Background: an optimization exercise with open tools, aiming at small area, a short achievable clock period and few clock cycles per item. Do not read the settings as production practice. In this exercise RTL edits were held to simulation tests only and were not proved equivalent to the original. No activity file was given, so power comes from the tool's default toggle rates.

==> flow/design.v (excerpt) <==
module int8_zero_point_matvec_core #(
  parameter int MAX_COLUMNS = zpmv_pkg::MAX_COLUMNS_DEF,
  parameter int MAX_ROWS    = zpmv_pkg::MAX_ROWS_DEF
) (
  input  logic                            clk,
  input  logic                            rst,
  input  logic                            in_valid,
  output logic                            in_ready,
  input  logic                            in_mode,
  input  logic signed [7:0]               in_value,
  input  logic [7:0]                      in_vector_index,
  output logic                            out_valid,
  input  logic                            out_ready,
  output logic signed [15:0]              out_row_sum,
  output logic [7:0]                      out_row_number,
  output logic                            out_last_row,
  input  logic                            psel,
  input  logic                            penable,
  input  logic                            pwrite,
  input  logic [zpmv_pkg::CFG_ADDR_W-1:0] paddr,
  input  logic [zpmv_pkg::CFG_DATA_W-1:0] pwdata,
  output logic [zpmv_pkg::CFG_DATA_W-1:0] prdata,
  output logic                            pready
);
For scale: ~5200 cells after synthesis, about 120 I/O pins, roughly 0.089 mm² of cells after synthesis.
==> flow/config.mk <==
export PLATFORM = sky130hd
export DESIGN_NAME = int8_zero_point_matvec_core
export DESIGN_NICKNAME = int8_zero_point_matvec_core
export VERILOG_FILES = /design/flow/design.v
export SDC_FILE = /design/flow/constraint.sdc
export NUM_CORES = 4
export LEC_CHECK = 0
export ABC_CLOCK_PERIOD_IN_PS = 2500
export CAP_MARGIN = 20
export CORE_MARGIN = 2
export CORE_UTILIZATION = 55
export CTS_CLUSTER_DIAMETER = 80
export CTS_CLUSTER_SIZE = 24
export PLACE_DENSITY = 0.75
export SETUP_SLACK_MARGIN = 2.3
export SLEW_MARGIN = 20
==> flow/constraint.sdc <==
create_clock -name core_clock -period 4.6 [get_ports {clk}]
set_input_delay 0.9200 -clock core_clock [delete_from_list [all_inputs] [get_ports {clk}]]
set_output_delay 0.9200 -clock core_clock [all_outputs]
set_load 0.01 [all_outputs]
run.sh (not shown) runs the stock make flow with config.mk's settings and CLKGATE_MAP_FILE= SYNTH_SCRIPT=/design/flow/synth_recipe.tcl, a recipe that flattens the netlist after the stock synthesis.
The starting point completed with no timing, DRC or antenna violations.
Testbench counts at the start, summed over its fixed seeds: cycles 126,983, items 126,647.
Next try:
Settings changed: SETUP_SLACK_MARGIN 2.3 to 2.2.
Outcome: The changed run completed without violations. Worst setup slack got worse by 9.8 ps. Design area decreases by 1.1%. Non-clock buffer count falls by 64. Power fell by 0.72%. Final cell count decreases by 1.0%. Die area is unchanged. Register-to-register slack gets worse by 40 ps. Wire length shrinks by 3.4%. Via count goes down by 2.2%. Synthesized area stays the same.


Another version of the RTL of int8_zero_point_matvec_core (not shown whole).
Size: roughly 5500 cells after synthesis, ~120 I/O pins.
clock: 4.6 ns
lec_check: 0
abc_clock_period_in_ps: 2500
cap_margin: 20
core_margin: 2
core_utilization: 55
cts_cluster_diameter: 80
cts_cluster_size: 24
place_density: 0.75
setup_slack_margin: 2.05
slew_margin: 20
Testbench counts at the start, summed over its fixed seeds: cycles 126,983, items 126,647.
==> next run, changes <==
- SETUP_SLACK_MARGIN: 2.05 -> 2.25
Effect:
- via count increases by a few percent
- combinational power climbs by roughly a tenth
- cell count increases slightly
- register-to-register slack improved by 220 ps
- die area does not change
- core utilization increases by 0.76 points
- clock-buffer cell count goes up by 1
- area after synthesis stays the same
- maximum frequency came out higher by a few percent


## lane 1
int8_zero_point_matvec_core, a different RTL version from the one above (not shown whole).
Size: roughly 5200 cells after synthesis, roughly 2400 flip-flops, about 89000 µm² of cells after synthesis.
Settings: LEC_CHECK=0, ABC_CLOCK_PERIOD_IN_PS=3000, CAP_MARGIN=20, CORE_MARGIN=2, CORE_UTILIZATION=40, CTS_CLUSTER_DIAMETER=100, CTS_CLUSTER_SIZE=30, SETUP_SLACK_MARGIN=1.5, SLEW_MARGIN=20; clock period 4.6 ns.
Testbench counts of lane 1, summed over its fixed seeds: cycles 126,983, items 126,647.
diff inputs: lane 1 => lane 2
- clearing CTS_CLUSTER_SIZE, which used to be 30
- clearing CTS_CLUSTER_DIAMETER, which used to be 100
--- outcome ---
In lane 2, the sequential fraction of total cell area came out 3.5 points below the value in lane 1. [compare] base=lane 1 new=lane 2: total power increased 8.6 mW, number of cells on the critical path held, violation count after the first detailed-routing iteration down 200, placed cell area level.

[what the ideal ports hide]
The flow's constraints put no driver on any port. The routed layouts listed below were extracted and timed again, unchanged, in two steps.
Step 1, drivers: a clkbuf_16 drives clk and a buf_2 each remaining input, both assumed.
Step 2 moves the port delays by t, midway between the first and last clock arrival at a register: inputs arrive t later, outputs are due t later. That takes back most of the time a late clock gives input paths.
Slacks: no drivers / after step 1 / after step 2; pairs: no drivers / after step 1.
run	shift t [ns]	setup slack, ns	worst data-port slew with drivers (ns)
the first run of note 1	0.840	2.051 / 2.012 / 1.663	0.11
the second run of note 1	0.855	2.042 / 2.003 / 1.704	0.09
the first run of note 2	0.877	1.890 / 1.864 / 1.471	0.11
the second run of note 2	0.879	2.032 / 1.960 / 1.596	0.10
lane 1	0.859	1.427 / 1.427 / 1.218	0.09
lane 2	0.934	1.415 / 1.415 / 1.276	0.09
After both steps every run listed still meets setup and hold. The setup slack of the second run of note 2, which loses most, moves by -0.072 ns with the drivers and by -0.436 ns with both steps.
